Context: an optimization exercise on an open-source flow, tuned for small area, a short achievable clock period and few clock cycles per item. The choices shown serve that exercise and are no tape-out recipe. Where RTL was checked, it was by simulation tests only, not by an equivalence proof against the original. Function not checked in runs 2 and 3: the RTL went through the layout flow alone. Power figures rest on the tool's default switching activity, not on a simulated workload.

--- flow/design.v ---
package ttavg_pkg;
    localparam logic [7:0] CEILING_RESET = 8'd220;
endpackage
module tap_tempo_averager_core #(
    parameter int COUNT_WIDTH = 16,
    parameter int TIME_WIDTH  = 32,
    parameter int FRAC_BITS   = 8
) (
    input  logic                               aclk,
    input  logic                               aresetn,
    input  logic                               s_tvalid,
    output logic                               s_tready,
    input  logic [((TIME_WIDTH+7)/8)*8-1:0]    s_tdata,
    input  logic                               s_tuser,
    output logic                               m_tvalid,
    input  logic                               m_tready,
    output logic [47:0]                        m_tdata,
    output logic [2:0]                         m_tuser,
    input  logic                               cfg_we,
    input  logic [7:0]                         cfg_wdata
);
    localparam int K      = 2;                        
    localparam int TSTEPS = ((16 + K - 1) / K) * K;   
    localparam int ASTEPS = ((22 + K - 1) / K) * K;   
    localparam int TCYC   = TSTEPS / K;
    localparam int ACYC   = ASTEPS / K;
    localparam logic [31:0] TNUM = 32'd15360000;      
    logic [7:0]  ceil_r;
    logic [31:0] prev;
    logic [15:0] count;
    logic [35:0] s15;
    localparam logic [2:0] A_IDLE = 3'd0;
    localparam logic [2:0] A_GAP  = 3'd1;
    localparam logic [2:0] A_DIV  = 3'd2;
    localparam logic [2:0] A_CLMP = 3'd3;
    localparam logic [2:0] A_M15  = 3'd4;
    localparam logic [2:0] A_CLR  = 3'd5;
    localparam logic [2:0] A_G3   = 3'd6;
    logic [2:0]  a_st;
    logic [4:0]  a_cyc;
    logic [31:0] da;           
    logic [25:0] d3;           
    logic [23:0] ra;
    logic        rdy;
    logic [15:0] ta;           
    logic        hv, hclr;     
    logic [TSTEPS-1:0] tnum_bits;
    logic [K-1:0]      tsel, aq, abits;
    logic [23:0]       ra_nx;
    assign tnum_bits = TNUM[TSTEPS-1:0];
    always_comb begin
        logic [25:0] x;
        logic [26:0] s1, s2, s3;
        tsel = '0;
        for (int k = 1; k < TCYC; k++)
            if (a_cyc == 5'(k - 1)) tsel = tnum_bits[TSTEPS-1-k*K -: K];
        x  = {ra, abits};
        s1 = {1'b0, x} - {3'b0, da[23:0]};
        s2 = {1'b0, x} - {2'b0, da[23:0], 1'b0};
        s3 = {1'b0, x} - {1'b0, d3};
        if (!s3[26]) begin
            aq = 2'd3; ra_nx = s3[23:0];
        end else if (!s2[26]) begin
            aq = 2'd2; ra_nx = s2[23:0];
        end else if (!s1[26]) begin
            aq = 2'd1; ra_nx = s1[23:0];
        end else begin
            aq = 2'd0; ra_nx = x[23:0];
        end
    end
    logic [15:0] ceilq, tcl;
    logic        ovf, big, cgt, clt, cgt_n, clt_n;
    logic [1:0]  cpair;
    always_comb begin
        cpair = 2'b00;
        for (int k = 0; k < 4; k++)
            if (a_cyc == 5'(k + 1)) cpair = ceil_r[7-2*k -: 2];
        cgt_n = cgt;
        clt_n = clt;
        for (int j = 1; j >= 0; j--) begin
            if (!cgt_n && !clt_n) begin
                cgt_n = ta[j] & ~cpair[j];
                clt_n = ~ta[j] & cpair[j];
            end
        end
    end
    assign tcl = big ? 16'd0 : ((ovf || cgt_n) ? ceilq : ta);
    logic [19:0] t15q, t15c;
    logic [11:0] c15;
    assign t15q = {ta, 4'd0} - {4'd0, ta};
    assign c15  = {ceil_r, 4'd0} - {4'd0, ceil_r};
    assign t15c = {c15, 8'd0};
    assign ceilq = {ceil_r, 8'd0};
    assign big   = |da[31:24];
    assign ovf   = (da[31:8] == 24'd0) && (da[7:0] <= 8'd234);
    logic a_acc, b_take;
    assign s_tready = rdy;
    assign a_acc    = s_tvalid && s_tready;
    always_ff @(posedge aclk) begin
        if (!aresetn) begin
            a_st  <= A_IDLE;
            a_cyc <= '0;
            rdy   <= 1'b0;
        end else begin
            rdy <= 1'b0;
            case (a_st)
                A_IDLE: begin
                    a_cyc <= '0;
                    if (s_tvalid) begin
                        if (!s_tuser) begin
                            a_st <= A_GAP;
                        end else if (!hv) begin
                            a_st <= A_CLR;
                            rdy  <= 1'b1;
                        end
                    end
                end
                A_GAP: a_st <= A_G3;
                A_G3:  if (!hv) a_st <= A_DIV;
                A_DIV: begin
                    a_cyc <= a_cyc + 5'd1;
                    if (a_cyc == 5'(TCYC - 1)) begin
                        a_st <= A_M15;
                        rdy  <= 1'b1;
                    end
                end
                A_M15:  if (a_acc) a_st <= A_IDLE; else rdy <= 1'b1;
                A_CLR:  if (a_acc) a_st <= A_IDLE; else rdy <= 1'b1;
                default: a_st <= A_IDLE;
            endcase
        end
    end
    always_ff @(posedge aclk) begin
        case (a_st)
            A_IDLE: da <= s_tdata[31:0];
            A_GAP:  da <= da - prev;
            default: ;
        endcase
        case (a_st)
            A_G3:   if (!hv) d3 <= {1'b0, da[23:0], 1'b0} + {2'b0, da[23:0]};
            A_M15:  d3 <= big ? 26'd0 : ((ovf || cgt_n) ? {6'd0, t15c} : {6'd0, t15q});
            default: ;
        endcase
        if (a_st == A_DIV) begin
            ra    <= ra_nx;
            abits <= tsel;
        end else begin
            ra    <= 24'(TNUM >> TSTEPS);
            abits <= tnum_bits[TSTEPS-1 -: K];
        end
        case (a_st)
            A_DIV:  ta <= {ta[15-K:0], aq};
            A_M15:  ta <= tcl;
            default: ;
        endcase
        case (a_st)
            A_G3: begin
                cgt <= 1'b0;
                clt <= 1'b0;
            end
            A_DIV: if (a_cyc != 5'd0) begin
                cgt <= cgt_n;
                clt <= clt_n;
            end
            default: ;
        endcase
    end
    always_ff @(posedge aclk) begin
        if (!aresetn) begin
            hv   <= 1'b0;
            hclr <= 1'b0;
        end else if (a_acc) begin
            hv   <= 1'b1;
            hclr <= (a_st == A_CLR);
        end else if (b_take) begin
            hv   <= 1'b0;
        end
    end
    always_ff @(posedge aclk) begin
        if (!aresetn) begin
            prev <= '0;
        end else if (a_acc && a_st == A_M15) begin
            prev <= s_tdata[31:0];
        end
    end
    localparam logic [1:0] B_IDLE = 2'd0;
    localparam logic [1:0] B_DIV  = 2'd1;
    localparam logic [1:0] B_FIN  = 2'd2;
    logic [1:0]  b_st;
    logic [ACYC-1:0] bth;      
    logic [15:0] rb;
    logic [17:0] n3;           
    logic        nsat;
    logic [K-1:0] ud;          
    logic [15:0] ts;           
    logic [3:0]  r30;          
    logic [1:0]  r90;          
    logic [2:0]  r40;          
    logic [1:0]  r3;           
    logic        gt30, lt30, gt90, lt90, gt40, lt40, gt120, lt120;
    logic        q30lo, cat, caw;
    logic        mv;
    logic [2:0]  status;
    logic [11:0] lt, at;
    logic [7:0]  aw;
    function automatic logic cyc_is(input logic [ACYC-1:0] th, input int v);
        if (v == 0) cyc_is = !th[0];
        else        cyc_is = th[v-1] && !th[v];
    endfunction
    logic [15:0] nsel;
    logic [35:0] s15_acc;
    logic [ASTEPS-1:0] anum_bits;
    logic [K-1:0] asel, bq, bbits;
    logic [15:0] rb_nx;
    logic        sat_eff;
    logic [20:0] s15_lo;
    logic [15:0] s15_hi1;
    assign sat_eff   = (b_st == B_FIN) ? (count >= 16'hFFFE) : nsat;
    assign nsel      = {count[15:1], count[0] & ~nsat};
    assign s15_lo    = {1'b0, s15[19:0]} + {1'b0, d3[19:0]};
    assign s15_hi1   = s15[35:20] + 16'd1;
    assign s15_acc   = sat_eff ? s15 : {(s15_lo[20] ? s15_hi1 : s15[35:20]), s15_lo[19:0]};
    assign anum_bits = {s15[ASTEPS-3:0], 2'b00};
    always_comb begin
        logic [17:0] x;
        logic [18:0] s1, s2, s3;
        asel = '0;
        for (int k = 1; k < ACYC; k++)
            if (cyc_is(bth, k - 1)) asel = anum_bits[ASTEPS-1-k*K -: K];
        x  = {rb, bbits};
        s1 = {1'b0, x} - {3'b0, nsel};
        s2 = {1'b0, x} - {2'b0, nsel, 1'b0};
        s3 = {1'b0, x} - {1'b0, n3};
        if (!s3[18]) begin
            bq = 2'd3; rb_nx = s3[15:0];
        end else if (!s2[18]) begin
            bq = 2'd2; rb_nx = s2[15:0];
        end else if (!s1[18]) begin
            bq = 2'd1; rb_nx = s1[15:0];
        end else begin
            bq = 2'd0; rb_nx = x[15:0];
        end
    end
    logic [3:0]  r30_n;
    logic [1:0]  r90_n, r3_n;
    logic [2:0]  r40_n;
    logic        gt30_n, lt30_n, gt90_n, lt90_n, gt40_n, lt40_n, gt120_n, lt120_n;
    logic        q30lo_n, cat_n, caw_n, u0_n;
    logic [11:0] at_n;
    logic [7:0]  aw_n;
    logic [ACYC-2:0] mth;
    assign mth = bth[ACYC-1:1];
    function automatic logic m_ge(input logic [ACYC-2:0] th, input int v);
        if (v <= 0)            m_ge = 1'b1;
        else if (v >= ACYC)    m_ge = 1'b0;
        else                   m_ge = th[v-1];
    endfunction
    function automatic logic p_ge(input logic [ACYC-2:0] th, input int j, input int x);
        int l;
        l = ASTEPS - 1 - j - x;
        if (l < 0) p_ge = 1'b0;
        else       p_ge = !m_ge(th, l / K + 1);
    endfunction
    function automatic logic p_eq(input logic [ACYC-2:0] th, input int j, input int x);
        int d;
        d = ASTEPS - 1 - j - x;
        if (d < 0 || (d % K) != 0) p_eq = 1'b0;
        else                       p_eq = m_ge(th, d / K) && !m_ge(th, d / K + 1);
    endfunction
    always_comb begin
        logic       u, q30, q90, q40, q3, t1, t3;
        logic [4:0] x30;
        logic [2:0] x90, x3;
        logic [3:0] x40;
        r30_n = r30;  r90_n = r90;  r40_n = r40;  r3_n = r3;
        gt30_n = gt30; lt30_n = lt30; gt90_n = gt90; lt90_n = lt90;
        gt40_n = gt40; lt40_n = lt40; gt120_n = gt120; lt120_n = lt120;
        q30lo_n = q30lo; cat_n = cat; caw_n = caw; u0_n = 1'b0;
        at_n = at; aw_n = aw;
        u = 1'b0; q30 = 1'b0; q90 = 1'b0; q40 = 1'b0; q3 = 1'b0; t1 = 1'b0; t3 = 1'b0;
        x30 = '0; x90 = '0; x3 = '0; x40 = '0;
        for (int j = 0; j < K; j++) begin
            u  = ud[K-1-j];
            if (mth[2]) begin                        
                t1 = ts[14-j];
                t3 = ts[12-j];
            end else if (mth[1]) begin               
                t1 = (j == 1) ? ts[15] : 1'b0;
                t3 = ts[14-j];
            end else if (mth[0]) begin               
                t1 = 1'b0;
                t3 = (j == 1) ? ts[15] : 1'b0;
            end else begin                           
                t1 = 1'b0;
                t3 = 1'b0;
            end
            if (p_eq(mth, j, 0)) u0_n = u;
            if (p_eq(mth, j, 9)) caw_n = ({1'b0, r30_n} + 5'd7 + {4'd0, u}) >= 5'd15;
            if (p_eq(mth, j, 8)) cat_n = ({1'b0, r3_n} + 3'd1 + {2'd0, u}) >= 3'd3;
            if (p_ge(mth, j, 9)) begin
                x3   = {r3_n, u};
                q3   = x3 >= 3'd3;
                r3_n = q3 ? 2'(x3 - 3'd3) : x3[1:0];
                at_n = {at_n[10:0], q3};
            end
            if (p_ge(mth, j, 1)) begin
                x30   = {r30_n, u};
                q30   = x30 >= 5'd15;
                r30_n = q30 ? 4'(x30 - 5'd15) : x30[3:0];
                x90   = {r90_n, q30};
                q90   = x90 >= 3'd3;
                r90_n = q90 ? 2'(x90 - 3'd3) : x90[1:0];
                if (!gt30_n && !lt30_n) begin gt30_n = q30 & ~t1; lt30_n = ~q30 & t1; end
                if (!gt90_n && !lt90_n) begin gt90_n = q90 & ~t1; lt90_n = ~q90 & t1; end
                if (p_ge(mth, j, 10)) aw_n = {aw_n[6:0], q30};
                if (!p_ge(mth, j, 3)) q30lo_n = q30lo_n | q30;
            end
            if (p_ge(mth, j, 3)) begin
                x40   = {r40_n, u};
                q40   = x40 >= 4'd5;
                r40_n = q40 ? 3'(x40 - 4'd5) : x40[2:0];
                if (!gt40_n && !lt40_n)   begin gt40_n  = q40 & ~t3; lt40_n  = ~q40 & t3; end
                if (!gt120_n && !lt120_n) begin gt120_n = q30 & ~t3; lt120_n = ~q30 & t3; end
            end
        end
    end
    logic [1:0] hlo_n, hA_n, hg90_n, hl90_n, hB_n;
    logic [1:0] hlo, hA, hg90, hl90, hB;
    always_comb begin
        logic       q30h, q90h, tf;
        logic [4:0] x30h;
        logic [2:0] x90h;
        logic [3:0] r30h;
        logic [1:0] r90h;
        tf = ts[12];                      
        for (int h = 0; h < 2; h++) begin
            x30h = {r30_n, h[0]};
            q30h = x30h >= 5'd15;
            r30h = q30h ? 4'(x30h - 5'd15) : x30h[3:0];
            x90h = {r90_n, q30h};
            q90h = x90h >= 3'd3;
            r90h = q90h ? 2'(x90h - 3'd3) : x90h[1:0];
            hlo_n[h]  = (gt30_n || lt30_n) ? lt30_n : (~q30h & tf);
            hg90_n[h] = (gt90_n || lt90_n) ? gt90_n : (q90h & ~tf);
            hl90_n[h] = (gt90_n || lt90_n) ? lt90_n : (~q90h & tf);
            hA_n[h]   = q30lo_n || q30h || (r30h != 4'd0);
            hB_n[h]   = (r90h != 2'd0) || (r30h != 4'd0);
        end
    end
    always_ff @(posedge aclk) begin
        if (b_st == B_DIV && bth[ACYC-2]) begin
            hlo  <= hlo_n;
            hA   <= hA_n;
            hg90 <= hg90_n;
            hl90 <= hl90_n;
            hB   <= hB_n;
        end
    end
    logic c, rlo, rhi, wlo, whi, restart, u1;
    logic [2:0] st_res;
    assign u1      = ud[1];
    assign c       = (rb != 16'd0);
    assign rlo     = hlo[u1];
    assign wlo     = lt40;
    assign rhi     = gt120 || (!lt120 && (c || hA[u1] || ud[0]));
    assign whi     = hg90[u1] || (!hl90[u1] && (c || hB[u1] || ud[0]));
    assign restart = rlo | rhi;
    assign st_res  = restart ? 3'd3 : ((wlo | whi) ? 3'd2 : 3'd1);
    logic b_load, b_short, b_done, b_adv;
    logic b_take_i, b_load_f, b_ldf_spec, b_ld_any;
    assign b_take_i = (b_st == B_IDLE) && hv && (!mv || !(hclr || count == 16'd0));
    assign b_short  = b_take_i && (hclr || count == 16'd0);
    assign b_ldf_spec = (b_st == B_FIN) && hv && !hclr;
    assign b_load_f = b_ldf_spec && !restart;
    assign b_ld_any = (b_take_i && !b_short) || b_ldf_spec;
    assign b_load   = (b_take_i && !b_short) || b_load_f;
    assign b_take   = b_take_i || b_load_f;
    assign b_adv   = !(cyc_is(bth, 1) && mv);
    assign b_done  = (b_st == B_FIN);
    always_ff @(posedge aclk) begin
        if (!aresetn) begin
            b_st  <= B_IDLE;
        end else begin
            case (b_st)
                B_IDLE: if (b_load) b_st <= B_DIV;
                B_DIV:  if (b_adv && bth[ACYC-2]) b_st <= B_FIN;
                default: b_st <= b_load_f ? B_DIV : B_IDLE;
            endcase
        end
    end
    always_ff @(posedge aclk) begin
        if (b_ld_any) begin
            rb    <= 16'(s15_acc >> (ASTEPS - 2));
            bbits <= s15_acc[ASTEPS-3 -: K];
            ts    <= ta;
            bth   <= '0;
            r30   <= '0;  r90 <= '0;  r40 <= '0;  r3 <= '0;
            gt30  <= 1'b0; lt30 <= 1'b0; gt90 <= 1'b0; lt90 <= 1'b0;
            gt40  <= 1'b0; lt40 <= 1'b0; gt120 <= 1'b0; lt120 <= 1'b0;
            q30lo <= 1'b0; cat <= 1'b0; caw <= 1'b0;
        end else if (b_st == B_DIV && b_adv) begin
            rb    <= rb_nx;
            ud    <= bq;
            bbits <= asel;
            bth   <= {bth[ACYC-2:0], 1'b1};
            if (bth[0]) begin
                if (mth[2]) ts <= ts << K;
                r30   <= r30_n;  r90 <= r90_n;  r40 <= r40_n;  r3 <= r3_n;
                gt30  <= gt30_n; lt30 <= lt30_n; gt90 <= gt90_n; lt90 <= lt90_n;
                gt40  <= gt40_n; lt40 <= lt40_n; gt120 <= gt120_n; lt120 <= lt120_n;
                q30lo <= q30lo_n; cat <= cat_n; caw <= caw_n;
            end
        end
    end
    always_ff @(posedge aclk) begin
        if (!aresetn) begin
            ceil_r <= 8'd220;
            count  <= '0;
            n3     <= '0;
            nsat   <= 1'b0;
            s15    <= '0;
        end else begin
            if (cfg_we) ceil_r <= cfg_wdata;
            if (b_short) begin
                count <= hclr ? 16'd0 : 16'd1;
                n3    <= hclr ? 18'd0 : 18'd3;
                nsat  <= 1'b0;
                s15   <= '0;
            end else if (b_done) begin
                if (restart)    count <= '0;
                else if (!nsat) count <= count + 16'd1;
                if (count < 16'hFFFE) n3 <= n3 + 18'd3;
                if (count == 16'hFFFE) nsat <= 1'b1;
                if (b_ldf_spec) s15 <= s15_acc;
            end else if (b_load) begin
                s15 <= s15_acc;
            end
        end
    end
    always_ff @(posedge aclk) begin
        if (!aresetn) begin
            mv <= 1'b0;
        end else if (b_short || b_done) begin
            mv <= 1'b1;
        end else if (m_tready) begin
            mv <= 1'b0;
        end
    end
    always_ff @(posedge aclk) begin
        if (b_short) begin
            status <= hclr ? 3'd4 : 3'd0;
            lt <= '0;
            at <= '0;
            aw <= '0;
        end else if (b_st == B_DIV && cyc_is(bth, 1) && !mv) begin
            lt <= 12'((({1'b0, ts[15:0], 2'b0} + {3'b0, ts[15:0]}) + 19'd64) >> 7);
            at <= at_n;
            aw <= aw_n;
        end else if (b_st == B_DIV && bth[1]) begin
            at <= at_n;
            aw <= aw_n;
        end else if (b_done) begin
            status <= st_res;
            at <= at + 12'(cat);
            aw <= aw + 8'(caw);
        end
    end
    assign m_tvalid = mv;
    assign m_tdata  = {count, aw, at, lt};
    assign m_tuser  = status;
endmodule
--- flow/flow/run.sh ---
#!/bin/bash
set -euo pipefail
bash standard.sh SETUP_SLACK_MARGIN=6.7 finish > standard_flow.log 2>&1
--- flow/standard.sh ---
#!/bin/bash
# synth_recipe.tcl (not shown) runs the flow's synth.tcl, then flattens the netlist and writes it again
# the make line also repeats each setting of config.mk as NAME=value (left out here)
make -C /OpenROAD-flow-scripts/flow DESIGN_CONFIG=/design/flow/config.mk WORK_HOME=/design/flow/orfs CLKGATE_MAP_FILE= SYNTH_SCRIPT=/design/flow/synth_recipe.tcl "${@:-finish}"
--- flow/config.mk ---
export PLATFORM = sky130hd
export DESIGN_NAME = tap_tempo_averager_core
export DESIGN_NICKNAME = tap_tempo_averager_core
export VERILOG_FILES = /design/flow/design.v
export SDC_FILE = /design/flow/constraint.sdc
export NUM_CORES = 4
export LEC_CHECK = 0
export CAP_MARGIN = 20
export CORE_MARGIN = 2
export CORE_UTILIZATION = 40
export SLEW_MARGIN = 20
export TNS_END_PERCENT = 0
--- flow/constraint.sdc ---
create_clock -name core_clock -period 10.0 [get_ports {aclk}]
set_input_delay 2.0000 -clock core_clock [delete_from_list [all_inputs] [get_ports {aclk}]]
set_output_delay 2.0000 -clock core_clock [all_outputs]
set_load 0.01 [all_outputs]
==> results.ini, run 1 <==
[run_status]
status=finished clean

[setup_path]
critPathSlowestCell=clkdlybuf4s50_1
critPathKind=flip-flop to output port
worst_r2r_endpoint=hl90[1]
reg2reg_from=ud[1]
crit_fanout=6
endpoint=m_tvalid
startpoint=mv
slowest_delay_ns=0.55
r2r_slack_ns=6.53
path_buf_inv=1
arrival_ns=1.55
crit_cells=1
cp.required_ns=8.00
crit_path_start_kind=flip-flop
crit_chain=clkdlybuf4s50_1
end_kind=output port
r2r_cells=17
crit_family=buffers and inverters

[sta]
slew_headroom_pct=38.8
period_needed_ns=3.55
period_share_pct=35.5
worst_slew_pin_slew_ns=0.915
finalHoldViolCount=0
finalMaxSlewViolations=0
skew_ns=0.0266
tns_ns=0
rsz0062_at_grt=true
fmax_mhz=282
setup_viol=0
holdWs_ns=0.448

[cells_and_area]
diodes=0
nets=3828
final_layout_size_suffix_gt1_share_pct=8.52
syn_to_final_growth_pct=14.5
fin_area_sq_um=31500

[clock_tree]
clockBufferDepth=3
clock-root-buffer=clkbuf_16
cts_buffers=43
clk_latency_ns=0.58
ctsHoldBuffers=0
tritoncts=built
path_clk_slew_ns=0.06
cts.sinks=341
htreeDepth=2

[power_and_ir_drop]
p_comb_share_pct=54.2
leakage_uw=0.0126
ir_worst_vdd_mv=0.130
swShare_pct=43.3
clkPwrFrac_pct=19.7
pwr-share-seq_pct=26.1
switchingPower_uw=3550
powerDensity_nw_per_um2=260
p_int_uw=4640

[logic_synthesis]
synth_seq_area_share_pct=29.3
syn_avg_cell_area_sq_um=8.13
synth_top_area_cell=dfxtp_1
yosysWarnings=1
synthCells=3385
synth-compound-area-share_pct=23.1
synth_xor_area_share_pct=7.82
syn_nets=3725
yosysTopAreaCellShare_pct=15.7
synth_area_leaders=dfxtp_1 16%, edfxtp_1 14%, ha_1 13%
synth_top_family_by_area=compound AO/OA/AOI/OAI gates
ys_ff_latch=341
yosysUniqueCellTypes=107
ys.flop_type=dfxtp_1
synth_fa_ha_area_share_pct=13.6
yosys.area_share.simple_pct=18.5
synthArstFlopShare_pct=0
synth_area_sq_um=27500
synthMuxAreaShare_pct=2.81
synth_edf_count=125

[routing]
drtIter0Drc=1700
first_pass_iters=5
met1_length_um=36800
met3_length_um=3490
post-route-drc-count=0
wire_per_inst_um=18.1
wl_met2_um=36900
top_layer=met4
vias=24700
avgViaCountPerCell=5.60
wirelength_um=79600
final_antenna_net_count=0

[floorplan]
row_count=96
initial_core_util_pct=40.3
core-area_sq_um=68300
io_pins=99
die_w_um=266
dieArea_sq_um=71000
chipHeight_um=266

[placement]
gp_congestion=0.921
io_buffers=98
place_area_sq_um=29400
hpwl_um=59300

[global_routing]
grt_max_degree=73
antenna_found_initial=1
grt-ovfl-total=0
grt_pass1_vias=23100
grt_pass1_wl_um=125000
grt_usage_pct=21.8

[min_path]
min_path_type=flip-flop to flip-flop

[job]
cap_violations=0

==> stage by stage <==
step | std cells | setup WS, ns | total power (uW) | util, %
5_1_grt | 4403 | 6.37 | 8800 | 46.1
3_5_place_dp | 4283 | 5.67 | 6400 | 43.1
3_3_place_gp | 4283 | 5.79 | 6410 | 43.1
6_report | 4403 | 6.45 | 8190 | 46.1
4_1_cts | 4376 | 6.43 | 8070 | 45.5
2_1_floorplan | 3385 | 6.65 | 5250 | -
==> cell usage after synthesis (all sizes together), types with 7 or more instances <==
cell type  count
nand2        360
a21oi        323
ha           285
nor2         279
o21ai        238
inv          220
dfxtp        216
xnor2        171
edfxtp       125
nand3        103
nor3          87
a21o          83
clkbuf        83
xor2          74
mux2i         51
nor2b         45
a211oi        42
nand4         42
a31oi         38
nand2b        38
o21a          37
o211ai        28
buf           26
and3          25
o21bai        25
o22ai         25
mux2          23
or3           22
and2          21
nor4          20
o31ai         19
or2           17
a211o         11
a221oi        11
a311oi        10
a31o           9
fa             9
a2111oi        8
a221o          7
a22o           7
a22oi          7
and4           7
o211a          7
o31a           7
==> metal layers <==
layer | vias up | global-route usage (%)
li1 | 12500 | -
met3 | 119 | 2.57
met2 | 536 | 36.6
met1 | 11500 | 29.2
met5 | - | 0
met4 | 0 | 6.92
==> cell usage in the layout, fill, tap and decap left out, drive strengths merged, types with 28 or more instances in the layout <==
master	n
nand3	103
nand2	360
nand2b	38
dfxtp	216
o21a	37
nand4	42
nor3	87
a211oi	42
edfxtp	125
buf	68
o211ai	28
o21ai	238
xnor2	171
ha	285
a21o	83
nor2b	45
nor2	279
a31oi	38
clkdlybuf4s50	87
mux2i	51
a21oi	323
clkbuf	65
inv	221
xor2	74
==> cells by family after synthesis <==
| logic type | Yosys count |
|---|---|
| DFF | 341 |
| AOI/OAI and AO/OA | 1001 |
| other | 1 |
| and+or+nand+nor | 1095 |
| muxes | 74 |
| adders and majority gates | 295 |
| buffers and inverters | 333 |
| xor gates and xnor gates | 245 |
==> power by group through the flow <==
stage / Clock (uW) / Sequential [uW] / Combinational, uW
4_1_cts: 1640 / 2140 / 4290
6_report: 1610 / 2140 / 4440
2_1_floorplan: 0 / 2040 / 3210
3_3_place_gp: 0 / 2170 / 4250
3_5_place_dp: 0 / 2170 / 4240
5_1_grt: 1690 / 2170 / 4940
==> worst min-delay path by stage <==
stage	endpoint	startpoint	depth (start not counted)	slack, ns
floorplan	prev[10]	prev[10]	2	0.44
global placement	lt[7]	lt[7]	2	0.44
detailed placement	lt[7]	lt[7]	2	0.44
CTS	lt[7]	lt[7]	2	0.45
global route	lt[7]	lt[7]	2	0.47
finish	lt[7]	lt[7]	2	0.45
==> state kept, by name (all words and copies together), names as in the netlist, 18 cells and up <==
signal,count
d3,26
da,32
n3,18
prev,32
ra,24
s15,36
==> final cells by class <==
cell class	count	area (sq um)
clock buffer	65	1280
clock inverter	13	150
fill	6681	36800
inverter	224	850
multi-input combinational	2712	18500
sequential	341	8130
tap	882	1100
timing repair buffer	166	1500
==> timing repair <==
action / CTS / global route
gates cloned: 0 / 2
setup endpoints to repair: 181 / 207
pin swaps: 4 / 21
buffers inserted: 15 / 25
gates resized for setup: 60 / 62
Testbench counts, summed over its fixed seeds: cycles 38,642, items 3,200.
==> inputs of run 2 (changes only) <==
--- a/flow/design.v
+++ b/flow/design.v
@@ -25,4 +25,5 @@
     localparam int TCYC   = TSTEPS / K;
     localparam int ACYC   = ASTEPS / K;
+    localparam int TSW    = ASTEPS - 1;               
     localparam logic [31:0] TNUM = 32'd15360000;      
     logic [7:0]  ceil_r;
@@ -142,11 +143,14 @@
             default: ;
         endcase
-        if (a_st == A_DIV) begin
-            ra    <= ra_nx;
-            abits <= tsel;
-        end else begin
-            ra    <= 24'(TNUM >> TSTEPS);
-            abits <= tnum_bits[TSTEPS-1 -: K];
-        end
+        case (a_st)
+            A_GAP:  ra <= 24'(TNUM >> TSTEPS);
+            A_DIV:  ra <= ra_nx;
+            default: ;
+        endcase
+        case (a_st)
+            A_GAP:  abits <= tnum_bits[TSTEPS-1 -: K];
+            A_DIV:  abits <= tsel;
+            default: ;
+        endcase
         case (a_st)
             A_DIV:  ta <= {ta[15-K:0], aq};
@@ -193,5 +197,5 @@
     logic        nsat;
     logic [K-1:0] ud;          
-    logic [15:0] ts;           
+    logic [TSW-1:0] ts;        
     logic [3:0]  r30;          
     logic [1:0]  r90;          
@@ -249,4 +253,5 @@
     logic [11:0] at_n;
     logic [7:0]  aw_n;
+    logic [TSW-1:0] ts_n;
     logic [ACYC-2:0] mth;
     assign mth = bth[ACYC-1:1];
@@ -282,17 +287,6 @@
         for (int j = 0; j < K; j++) begin
             u  = ud[K-1-j];
-            if (mth[2]) begin                        
-                t1 = ts[14-j];
-                t3 = ts[12-j];
-            end else if (mth[1]) begin               
-                t1 = (j == 1) ? ts[15] : 1'b0;
-                t3 = ts[14-j];
-            end else if (mth[0]) begin               
-                t1 = 1'b0;
-                t3 = (j == 1) ? ts[15] : 1'b0;
-            end else begin                           
-                t1 = 1'b0;
-                t3 = 1'b0;
-            end
+            t1 = ts[TSW-1-j];        
+            t3 = ts[TSW-3-j];        
             if (p_eq(mth, j, 0)) u0_n = u;
             if (p_eq(mth, j, 9)) caw_n = ({1'b0, r30_n} + 5'd7 + {4'd0, u}) >= 5'd15;
@@ -324,4 +318,5 @@
             end
         end
+        ts_n = ts << K;
     end
     logic [1:0] hlo_n, hA_n, hg90_n, hl90_n, hB_n;
@@ -333,5 +328,5 @@
         logic [3:0] r30h;
         logic [1:0] r90h;
-        tf = ts[12];                      
+        tf = ts_n[TSW-1];                 
         for (int h = 0; h < 2; h++) begin
             x30h = {r30_n, h[0]};
@@ -393,5 +388,5 @@
             rb    <= 16'(s15_acc >> (ASTEPS - 2));
             bbits <= s15_acc[ASTEPS-3 -: K];
-            ts    <= ta;
+            ts    <= TSW'(ta);
             bth   <= '0;
             r30   <= '0;  r90 <= '0;  r40 <= '0;  r3 <= '0;
@@ -405,5 +400,5 @@
             bth   <= {bth[ACYC-2:0], 1'b1};
             if (bth[0]) begin
-                if (mth[2]) ts <= ts << K;
+                ts    <= ts_n;
                 r30   <= r30_n;  r90 <= r90_n;  r40 <= r40_n;  r3 <= r3_n;
                 gt30  <= gt30_n; lt30 <= lt30_n; gt90 <= gt90_n; lt90 <= lt90_n;
==> flow/flow/run.sh (replaced) <==
#!/bin/bash
set -euo pipefail
bash standard.sh SETUP_SLACK_MARGIN=6.5 finish > standard_flow.log 2>&1
--- a/flow/config.mk
+++ b/flow/config.mk
@@ -10,3 +10,3 @@
 export CORE_UTILIZATION = 40
 export SLEW_MARGIN = 20
-export TNS_END_PERCENT = 0
+export TNS_END_PERCENT = 5
==> results.ini, run 2 <==
[global_routing]
grt_usage_pct=21.2
antenna_found_initial=1
grt_max_degree=66
grt-ovfl-total=0
grt_pass1_vias=23500
grt_pass1_wl_um=124000

[cells_and_area]
final_layout_size_suffix_gt1_share_pct=7.72
fin_area_sq_um=32100
seqCellArea_sq_um=8440
syn_to_final_growth_pct=14.7
multi_input_area_sq_um=18600
fin_cells=4491
fillers=6799
largest_registers=s15 x36, da x32, prev x32
largest_register_ffs=36
nets=3863
largest_register=s15
diodes=0
layout_commonest_cell=nand2_1
layout_common_cells=373 x nand2_1, 291 x a21oi_1, 280 x ha_1, 276 x nor2_1, 224 x inv_1

[floorplan]
io_pins=99
chipHeight_um=268
initial_core_util_pct=40.6
die_w_um=268
row_count=96
dieArea_sq_um=72100
core-area_sq_um=68900

[sta]
worst_slew_pin_slew_ns=1.31
period_share_pct=40.0
skew_ns=0.0142
finalHoldViolCount=0
slew_headroom_pct=12.7
setup_viol=0
tns_ns=0
finalMaxSlewViolations=0
period_needed_ns=4.00
fmax_mhz=250
rsz0062_at_grt=true
timing.final.ws_setup_ns=6.00

[placement]
dp.cells=4361
hpwl_um=56200
io_buffers=98
place_area_sq_um=29900
gp_congestion=0.887
pre_cts_ws_ns=5.32

[clock_tree]
cts.sinks=346
clk_latency_ns=0.59
clock-root-buffer=clkbuf_16
clockBufferDepth=3
htreeDepth=2
ctsHoldBuffers=0
tritoncts=built
path_clk_slew_ns=0.06
cts_buffers=45

[logic_synthesis]
yosysWarnings=1
synth_area_sq_um=28000
synth_edf_count=151
syn_nets=3775
yosysMostFrequentCell=nand2_1
yosysUniqueCellTypes=103
synth_seq_area_share_pct=30.2
synth_commonest_cells=377 x nand2_1, 301 x a21oi_1, 285 x ha_1
ys_ff_latch=346
ys.flop_type=dfxtp_1
synthArstFlopShare_pct=0
synthCells=3435
synth_top_area_cell=edfxtp_1
syn_avg_cell_area_sq_um=8.14
synth_area_leaders=edfxtp_1 16%, dfxtp_1 14%, ha_1 13%
yosysTopAreaCellShare_pct=16.2

[routing]
vias=24800
final_antenna_net_count=0
wire_per_inst_um=17.2
wirelength_um=77400
drtIter0Drc=1634
post-route-drc-count=0
first_pass_iters=6
avgViaCountPerCell=5.51

[setup_path]
critPathSlowestCell=edfxtp_1
slowest_delay_ns=0.48
path_buf_inv=3
arrival_ns=4.33
critPathKind=flip-flop to flip-flop
crit_path_start_kind=flip-flop
crit_chain=ha_2 > a21o_1 > a21oi_4 > xnor2_2 > ha_2 > buf_4 > a21o_1 > a31o_4 > a21oi_4 > xnor2_2 > nor2_1 > or2_4 > inv_4 > ha_4 > inv_2 > o21ai_2 > ha_1 > or3_1 > or3_1
crit_fanout=5
end_kind=flip-flop
cp.required_ns=10.33
crit_family=compound AO/OA/AOI/OAI gates

[power_and_ir_drop]
powerDensity_nw_per_um2=290
power_uw=9310
leakage_uw=0.0127
ir_worst_vdd_mv=0.171

[min_path]
min_path_type=flip-flop to flip-flop

[job]
cap_violations=0

[run_status]
status=finished clean

-- run 2: cell types whose count changed in the layout (fill, tap and decap cells not counted), moves of 20 or more --
cell and change:
o21ai_1 +41, a21boi_0 +43, o21ai_0 -39, edfxtp_1 +26, nand2_1 +23, o22ai_1 +21, a21oi_1 -20, dfxtp_2 -23
-- run 2: tightest hold or removal path: stages, from the launching register on --
cell and delay, ns:
dfxtp_1 0.31, nand2_1 0.05, a21oi_1 0.05
-- run 2: layer usage --
layer  GRT usage, %  wire, um
met3           3.02      3540
met1           28.4     36100
met4           6.94      2580
met5              0         0
met2           35.0     35200
-- run 2: power by group --
group          leakage, uW  total [uW]  internal [uW]  switching, uW
combinational      0.00898        5480           2200           3290
sequential         0.00300        2160           1880            273
clock             0.000735        1670            999            674
-- run 2: logic make-up after synthesis --
group                      after synthesis  share of synthesized area, %
adders and majority gates              298                          13.5
other                                    1                        0.0134
and+or+nand+nor                       1098                          18.3
DFF                                    346                          30.2
muxes                                   47                          1.72
xor gates and xnor gates               249                          7.80
buffers and inverters                  360                          4.96
AOI/OAI and AO/OA                     1036                          23.5
-- run 2: cell type report --
type / instances / share of cell area (%)
repair buffers: 162 / 4.59
clock buffers: 65 / 4.00
flip-flops and latches: 346 / 26.3
multi-input cells: 2734 / 58.0
well taps: 931 / 3.63
inverters: 234 / 2.74
clock inverters: 19 / 0.706
-- run 2: worst paths after layout --
kind | slack (ns) | to | depth (start not counted) | from
min reg2reg | 0.46 | lt[4] | 2 | lt[4]
max reg2reg | 6.00 | hB[1] | 19 | ud[1]
min | 0.46 | lt[4] | 2 | lt[4]
max | 6.00 | hB[1] | 19 | ud[1]
-- run 2: what timing repair did --
item / CTS / global route
hold endpoints to repair: 0 / 0
buffers inserted: 20 / 20
setup endpoints to repair: 176 / 206
cloned: 3 / 3
pin swaps: 18 / 21
gates resized for setup: 27 / 49
-- run 2: metrics by stage --
step	utilization, %	hold WS (ns)
3_5_place_dp	43.3	0.451
2_1_floorplan	-	0.425
6_report	46.5	0.456
4_1_cts	46.0	0.458
5_1_grt	46.5	0.479
3_3_place_gp	43.3	0.443
==> inputs of run 3 (changes only) <==
==> flow/flow/run.sh (replaced) <==
#!/bin/bash
set -euo pipefail
bash standard.sh SETUP_SLACK_MARGIN=6.8 finish > standard_flow.log 2>&1
--- a/flow/config.mk
+++ b/flow/config.mk
@@ -10,3 +10,3 @@
 export CORE_UTILIZATION = 40
 export SLEW_MARGIN = 20
-export TNS_END_PERCENT = 5
+export TNS_END_PERCENT = 0
==> results.ini, run 3 <==
[routing]
wirelength_um=75300
drtIter0Drc=1641
final_antenna_net_count=0
post-route-drc-count=0
wire_per_inst_um=16.9
vias=24400
avgViaCountPerCell=5.48
first_pass_iters=5

[cells_and_area]
layout_commonest_cell=nand2_1
largest_register=s15
largest_register_ffs=36
layout_common_cells=374 x nand2_1, 297 x a21oi_1, 282 x ha_1, 279 x nor2_1, 225 x inv_1
nets=3831
final_layout_size_suffix_gt1_share_pct=5.67
diodes=0
syn_to_final_growth_pct=12.8
largest_registers=s15 x36, da x32, prev x32
fillers=6837

[logic_synthesis]
synth_area_sq_um=28000
ys.flop_type=dfxtp_1
yosysTopAreaCellShare_pct=16.2
synth_top_area_cell=edfxtp_1
synth_seq_area_share_pct=30.2
synthArstFlopShare_pct=0
ys_ff_latch=346
synth_area_leaders=edfxtp_1 16%, dfxtp_1 14%, ha_1 13%
synthCells=3435
synth_commonest_cells=377 x nand2_1, 301 x a21oi_1, 285 x ha_1
syn_avg_cell_area_sq_um=8.14
yosysMostFrequentCell=nand2_1
yosysWarnings=1
yosysUniqueCellTypes=103
synth_edf_count=151
syn_nets=3775

[floorplan]
dieArea_sq_um=72100
initial_core_util_pct=40.6
row_count=96
core-area_sq_um=68900
chipHeight_um=268
io_pins=99
die_w_um=268

[sta]
tns_ns=0
worst_slew_pin_slew_ns=1.01
rsz0062_at_grt=true
finalHoldViolCount=0
finalMaxSlewViolations=0
slew_headroom_pct=31.9
period_share_pct=40.1
setup_viol=0
fmax_mhz=249
skew_ns=0.0163
period_needed_ns=4.01

[power_and_ir_drop]
powerDensity_nw_per_um2=291
power_uw=9180
leakage_uw=0.0125
ir_worst_vdd_mv=0.169

[global_routing]
grt_pass1_wl_um=123000
grt_usage_pct=20.9
grt_max_degree=66
grt_pass1_vias=23300
antenna_found_initial=1
grt-ovfl-total=0

[placement]
io_buffers=98
gp_congestion=0.887
hpwl_um=56200

[setup_path]
crit_family=compound AO/OA/AOI/OAI gates
worst_r2r_endpoint=hB[1]
slowest_delay_ns=0.47
reg2reg_from=ud[1]
crit_path_start_kind=flip-flop
cp.required_ns=10.33
path_buf_inv=3
critPathSlowestCell=edfxtp_1
r2r_slack_ns=5.99
arrival_ns=4.34
end_kind=flip-flop
r2r_cells=19
crit_fanout=5
critPathKind=flip-flop to flip-flop
crit_chain=ha_2 > a21o_1 > a21oi_4 > xnor2_2 > ha_2 > buf_4 > a21o_1 > a31o_4 > a21oi_4 > xnor2_2 > nor2_1 > or2_4 > inv_2 > ha_4 > inv_2 > o21ai_2 > ha_1 > or3_1 > or3_1

[clock_tree]
htreeDepth=2
ctsHoldBuffers=0
path_clk_slew_ns=0.06
clock-root-buffer=clkbuf_16
clk_latency_ns=0.59
cts.sinks=346
cts_buffers=45
tritoncts=built
clockBufferDepth=3

[run_status]
status=finished clean

[min_path]
min_to=lt[4]
hold_start=lt[4]
whs_path_depth=2
min_path_type=flip-flop to flip-flop

[job]
cap_violations=0

run 3: metrics by stage:
stage / cells / utilization (%) / hold slack [ns] / cell area [sq um] / setup slack [ns]
floorplan: 3435 / - / 0.425 / 28000 / 5.99
detailed placement: 4361 / 43.3 / 0.451 / 29900 / 5.32
global placement: 4361 / 43.3 / 0.443 / 29900 / 5.44
CTS: 4459 / 45.7 / 0.458 / 31500 / 5.95
global route: 4459 / 45.8 / 0.479 / 31600 / 5.78
finish: 4459 / 45.8 / 0.456 / 31600 / 5.99
run 3: final cells by class:
cell class	count	area (sq um)	area share, %
inverter	234	878	2.78
multi-input combinational	2729	18300	58.0
sequential	346	8440	26.7
timing repair buffer	135	1260	3.99
clock inverter	19	226	0.718
tap	931	1160	3.69
clock buffer	65	1280	4.07
run 3: worst max path at each step:
| stage | from | end | slack, ns | cells past startpoint |
|---|---|---|---|---|
| 4_1_cts | ud[1] | hB[1] | 5.95 | 19 |
| 3_3_place_gp | ud[1] | hB[1] | 5.44 | 18 |
| 5_1_grt | ud[1] | hB[1] | 5.78 | 19 |
| 2_1_floorplan | ud[1] | hB[1] | 5.99 | 19 |
| 6_report | ud[1] | hB[1] | 5.99 | 19 |
| 3_5_place_dp | ud[1] | hB[1] | 5.32 | 18 |
run 3: worst reg2reg max path, stage by stage (launching register included):
cell      delay, ns
edfxtp_1       0.47
ha_2           0.24
a21o_1         0.19
a21oi_4        0.16
xnor2_2        0.08
ha_2           0.20
buf_4          0.14
a21o_1         0.16
a31o_4         0.22
a21oi_4        0.23
xnor2_2        0.14
nor2_1         0.06
or2_4          0.24
inv_2          0.07
ha_4           0.13
inv_2          0.04
o21ai_2        0.14
ha_1           0.24
or3_1          0.30
or3_1          0.31
run 3: cells by family after synthesis:
logic type	count (synthesis)	share of synthesized area, %
muxes	47	1.72
AOI/OAI and AO/OA	1036	23.5
other	1	0.0134
DFF	346	30.2
xor gates and xnor gates	249	7.80
adders and majority gates	298	13.5
and+or+nand+nor	1098	18.3
buffers and inverters	360	4.96
run 3: layer usage:
layer	routed length, um	global-route usage [%]	up-vias
li1	-	-	12500
met1	35800	28.5	11400
met2	34200	34.6	490
met3	3220	2.57	104
met4	2130	6.53	0
met5	0	0	-
run 3: power by group:
group,switching [uW],total [uW],internal (uW),leakage [uW]
sequential,279,2160,1880,0.00300
clock,672,1670,999,0.000735
combinational,3190,5350,2160,0.00877
total,4140,9180,5040,0.0125
run 3: what timing repair did:
item | CTS | global route
gates resized for setup | 8 | 5
buffers inserted | 14 | 0
endpoints found under the setup margin | 245 | 298
pin swaps | 15 | 7

==> static timing again, ports no longer ideal <==
The flow's constraints put no driver on any port. The routed layouts listed below were extracted and timed again, unchanged, in two steps.
Step 1, drivers: a clkbuf_16 drives aclk and a buf_2 each remaining input, both assumed.
Step 2 adds t to the input delays and takes it off the output delays; t is the mean of the earliest and latest rising clock arrival at the registers after step 1. Input paths then give back, and output paths get back, about the clock's delay inside the block.
a / b / c = no drivers / after step 1 / after step 2; a / b = the first two.
run	t, ns	setup slack, ns	latest minus earliest clock arrival (ns)
run 1	0.625	6.450 / 6.393 / 6.187	0.026 / 0.027
run 2	0.645	6.004 / 6.004 / 5.958	0.020 / 0.020
run 3	0.643	5.989 / 5.989 / 5.961	0.020 / 0.021
After both steps every run listed still meets setup and hold. The setup slack of run 1, which loses most, moves by -0.057 ns with the drivers and by -0.263 ns with both steps.
